Source: an optimization exercise on an open RTL-to-GDS flow (aim: small area, a short achievable clock period and few clock cycles per item). Production flows keep margins and buffers that such runs may drop.
Power figures rest on the tool's default switching activity, not on a simulated workload.

maple:
Design fpu_seq, start of the top module:
module fpu_seq (
  input  logic        clk,
  input  logic        reset,
  input  logic        Start,
  input  logic [1:0]  FPUOp,
  input  logic [31:0] SrcA,
  input  logic [31:0] SrcB,
  output logic [31:0] Result,
  output logic        Done,
  output logic        Busy,
  output logic [3:0]  FPUFlags
);
  function automatic logic [4:0] lzc25(input logic [24:0] v);
    lzc25 = 5'd0;
    for (int i = 0; i < 25; i++) begin
      if (v[i]) lzc25 = 5'(24 - i);
    end
  endfunction
  logic [7:0]  w_expA, w_expB;
  logic [23:0] w_manA, w_manB;
  logic [24:0] w_mA, w_mB;
  logic        w_zeroA, w_zeroB;
  logic        w_isMul;
  logic        w_special;
  assign w_expA    = SrcA[30:23];
  assign w_expB    = SrcB[30:23];
  assign w_zeroA   = (w_expA == 8'd0);
  assign w_zeroB   = (w_expB == 8'd0);
  assign w_manA    = {!w_zeroA, w_zeroA ? 23'd0 : SrcA[22:0]};
  assign w_manB    = {!w_zeroB, w_zeroB ? 23'd0 : SrcB[22:0]};
  assign w_mA      = {w_manA, 1'b0};
  assign w_mB      = {w_manB, 1'b0};
  assign w_isMul   = (FPUOp == fpu_pkg::OP_FMUL);
  assign w_special = (FPUOp == fpu_pkg::OP_RSVD) ||
                     (w_expA == fpu_pkg::INF_EXP) || (w_expB == fpu_pkg::INF_EXP);
  logic [8:0]  w_dAB, w_dBA;
  logic        w_expLt, w_expEq;
  logic [7:0]  w_diff;
  logic [7:0]  w_addExp;
  logic        w_sub, w_near;
  assign w_dAB    = {1'b0, w_expA} - {1'b0, w_expB};
  assign w_dBA    = {1'b0, w_expB} - {1'b0, w_expA};
  assign w_expLt  = w_dAB[8];
  ...
Size: about 3500 cells after synthesis, about 110 I/O pins, roughly 0.025 mm² of cells after synthesis.
==> flow/config.mk <==
export PLATFORM = sky130hd
export DESIGN_NAME = fpu_seq
export DESIGN_NICKNAME = fpu_seq
export VERILOG_FILES = /design/flow/design.v
export SDC_FILE = /design/flow/constraint.sdc
export NUM_CORES = 4
export LEC_CHECK = 0
export ABC_AREA = 1
export CAP_MARGIN = 20
export CORE_MARGIN = 2
export CORE_UTILIZATION = 40
export SETUP_SLACK_MARGIN = 4.0
export SLEW_MARGIN = 20
==> flow/constraint.sdc <==
create_clock -name core_clock -period 11.0 [get_ports {clk}]
set_input_delay 2.2000 -clock core_clock [delete_from_list [all_inputs] [get_ports {clk}]]
set_output_delay 2.2000 -clock core_clock [all_outputs]
set_load 0.01 [all_outputs]
standard.sh (not shown) runs the stock make flow with config.mk's settings and CLKGATE_MAP_FILE= SYNTH_SCRIPT=/design/flow/synth_recipe.tcl, a recipe that flattens the netlist after the stock synthesis.
==> flow/flow/run.sh <==
#!/bin/bash
# The standard layout (the standard.sh: standard synthesis, then ORFS from
# floorplan to finish) with one change: the input and output port buffers that
# global placement inserts are sky130_fd_sc_hd__buf_4 cells instead of the
# default choice.
set -euo pipefail
bash standard.sh "BUFFER_PORTS_ARGS=-buffer_cell sky130_fd_sc_hd__buf_4" finish > run_make.log 2>&1
Input-level comparison between umber and maple:
diff --git a/flow/design.v b/flow/design.v
--- a/flow/design.v
+++ b/flow/design.v
@@ -1401,46 +1401,52 @@
   assign w_expB    = SrcB[30:23];
   assign w_zeroA   = (w_expA == 8'd0);
   assign w_zeroB   = (w_expB == 8'd0);
   assign w_manA    = {!w_zeroA, w_zeroA ? 23'd0 : SrcA[22:0]};
   assign w_manB    = {!w_zeroB, w_zeroB ? 23'd0 : SrcB[22:0]};
   assign w_mA      = {w_manA, 1'b0};
   assign w_mB      = {w_manB, 1'b0};
   assign w_isMul   = (FPUOp == fpu_pkg::OP_FMUL);
   assign w_special = (FPUOp == fpu_pkg::OP_RSVD) ||
                      (w_expA == fpu_pkg::INF_EXP) || (w_expB == fpu_pkg::INF_EXP);
   logic [8:0]  w_dAB, w_dBA;
-  logic        w_expLt, w_expEq;
+  logic        w_expLt, w_expGt, w_expEq;
   logic [7:0]  w_diff;
   logic [7:0]  w_addExp;
   logic        w_sub, w_near;
   assign w_dAB    = {1'b0, w_expA} - {1'b0, w_expB};
   assign w_dBA    = {1'b0, w_expB} - {1'b0, w_expA};
   assign w_expLt  = w_dAB[8];
+  assign w_expGt  = w_dBA[8];
   assign w_expEq  = (w_expA == w_expB);
   assign w_diff   = w_expLt ? w_dBA[7:0] : w_dAB[7:0];
   assign w_addExp = w_expLt ? w_expB : w_expA;
   assign w_sub    = SrcA[31] ^ SrcB[31];
   assign w_near   = w_sub && (w_diff[7:1] == 7'd0);
-  logic        w_swap;
   logic [24:0] w_big, w_small, w_aligned;
-  logic        w_bigSign;
-  assign w_swap    = w_expLt || (w_expEq && (SrcA[22:0] < SrcB[22:0]));
-  assign w_big     = w_swap ? w_mB : w_mA;
-  assign w_small   = w_swap ? w_mA : w_mB;
-  assign w_bigSign = w_swap ? SrcB[31] : SrcA[31];
+  logic        w_farSign;
+  assign w_big     = w_expLt ? w_mB : w_mA;
+  assign w_small   = w_expLt ? w_mA : w_mB;
   assign w_aligned = (w_diff >= 8'd26) ? 25'd0 : (w_small >> w_diff[4:0]);
-  logic [24:0] w_nearMag;
+  assign w_farSign = w_expLt ? SrcB[31] : SrcA[31];
+  logic [24:0] w_nA, w_nB, w_nearMag;
+  logic [25:0] w_dif1, w_dif2;
+  logic        w_nearSign;
   logic        w_nearZero;
   logic [4:0]  w_nearLz;
-  assign w_nearMag  = w_big - (w_expEq ? w_small : (w_small >> 1));
+  assign w_nA       = w_expLt ? (w_mA >> 1) : w_mA;
+  assign w_nB       = w_expGt ? (w_mB >> 1) : w_mB;
+  assign w_dif1     = {1'b0, w_nA} - {1'b0, w_nB};
+  assign w_dif2     = {1'b0, w_nB} - {1'b0, w_nA};
+  assign w_nearMag  = w_dif1[25] ? w_dif2[24:0] : w_dif1[24:0];
+  assign w_nearSign = w_dif1[25] ? SrcB[31] : SrcA[31];
   assign w_nearZero = w_expEq && (w_zeroA || (SrcA[22:0] == SrcB[22:0]));
   assign w_nearLz   = lzc25(w_nearMag);
   logic [47:0] w_row0, w_row1;
   logic [22:0] w_lowG, w_lowP;
   logic [5:0]  w_grpG, w_grpP;
   logic [9:0]  w_mulExp;
   fpu_mul u_mul (
     .i_a    ({1'b1, SrcA[22:0]}),
     .i_b    ({1'b1, SrcB[22:0]}),
     .o_row0 (w_row0),
     .o_row1 (w_row1)
@@ -1486,58 +1492,45 @@
       r_grpP <= w_grpP[5:1];
       r_near <= 1'b0;
       r_sign <= w_sub;
       r_exp  <= w_mulExp;
       r_zero <= w_zeroA || w_zeroB;
     end else if (w_near) begin
       r_x    <= w_nearMag;
       r_y    <= ~w_aligned;
       r_grpG <= 6'b100000;
       r_grpP <= 5'd0;
       r_near <= 1'b1;
-      r_sign <= w_bigSign;
+      r_sign <= w_nearSign;
       r_exp  <= {2'b0, w_addExp};
       r_zero <= w_nearZero;
     end else begin
       r_x    <= w_big;
       r_y    <= w_sub ? ~w_aligned : w_aligned;
       r_grpG <= {w_sub, 5'd0};
       r_grpP <= 5'd0;
       r_near <= 1'b0;
-      r_sign <= w_bigSign;
+      r_sign <= w_farSign;
       r_exp  <= {2'b0, w_addExp};
       r_zero <= w_zeroA && w_zeroB;
     end
   end
   logic        w_cin;
-  logic [24:0] w_kG, w_kP, w_hp;
+  logic [26:0] w_sumC;
   logic [25:0] w_sum;
   logic        w_selR, w_sel0, w_selL;
   logic [9:0]  w_expR, w_exp0, w_expL;
   assign w_cin  = r_grpG[5] | (r_grpP[5] & (r_grpG[4] | (r_grpP[4] & (r_grpG[3] |
                   (r_grpP[3] & (r_grpG[2] | (r_grpP[2] & (r_grpG[1] | (r_grpP[1] & r_grpG[0])))))))));
-  always_comb begin
-    logic [24:0] g, p;
-    g = r_x & r_y;
-    p = r_x | r_y;
-    for (int d = 1; d < 25; d = d * 2) begin
-      for (int i = 24; i >= d; i--) begin
-        g[i] = g[i] | (p[i] & g[i - d]);
-        p[i] = p[i] & p[i - d];
-      end
-    end
-    w_kG = g;
-    w_kP = p;
-  end
-  assign w_hp  = r_x ^ r_y;
-  assign w_sum = {1'b0, w_hp} ^ {w_kG | (w_kP & {25{w_cin}}), w_cin};
+  assign w_sumC = {1'b0, r_x, 1'b1} + {1'b0, r_y, w_cin};
+  assign w_sum  = w_sumC[26:1];
   assign w_selR = w_sum[25] && !r_noCarry;
   assign w_sel0 = !w_selR && w_sum[24];
   assign w_selL = !w_selR && !w_sum[24];
   assign w_expR = r_exp + 10'd1;
   assign w_exp0 = r_exp;
   assign w_expL = r_exp - 10'd1;
   function automatic logic isInf(input logic [9:0] e);
     isInf = !e[9] && (e[8:0] >= 9'd255);
   endfunction
   function automatic logic isLow(input logic [9:0] e);
     isLow = e[9] || (e == 10'd0);
==> summary.txt <==
Slowest stage cell on the critical path: sky130_fd_sc_hd__inv_1 -> maple, sky130_fd_sc_hd__fa_1 -> umber. Note that the met1 routed wirelength after detailed routing recorded for umber amounts to 1.09 times the value seen in maple. Between maple and umber, the difference in clock tree cell share of total cell area is negligible. Compared with maple, umber shows a lower largest incremental delay on the critical path. Compared with maple, umber shows a die area that is 0.0023 mm² higher. Est. power | umber vs maple | umber higher.
No run of this note included a check of the RTL's function; only the layout flow was run.

-- re-timing with driven ports --
How much do the figures lean on ideal ports? The routed layouts below were timed once more, with nothing changed but the port constraints. Step 1 (the two cells are an assumption about what drives the block):
set clk [get_ports {clk}]
set_driving_cell -lib_cell sky130_fd_sc_hd__clkbuf_16 $clk
set_driving_cell -lib_cell sky130_fd_sc_hd__buf_2 [delete_from_list [all_inputs] $clk]
Step 2 also shifts input and output timing later by t, the mid clock arrival at the registers, as if the neighbouring blocks saw the same clock. Three values: ideal ports, drivers, drivers and shift; two values: the first two.
run | t, ns | setup WS [ns] | latest minus earliest clock arrival (ns) | worst register clock-pin slew, ns
maple | 0.435 | 4.101 / 4.109 / 3.674 | 0.020 / 0.021 | 0.08 / 0.08
umber | 0.434 | 4.112 / 4.145 / 3.711 | 0.036 / 0.035 | 0.10 / 0.10
After both steps setup and hold are still met in every run listed. For maple, which loses most, drivers alone change the setup slack by +0.008 ns; drivers and shift together by -0.427 ns.
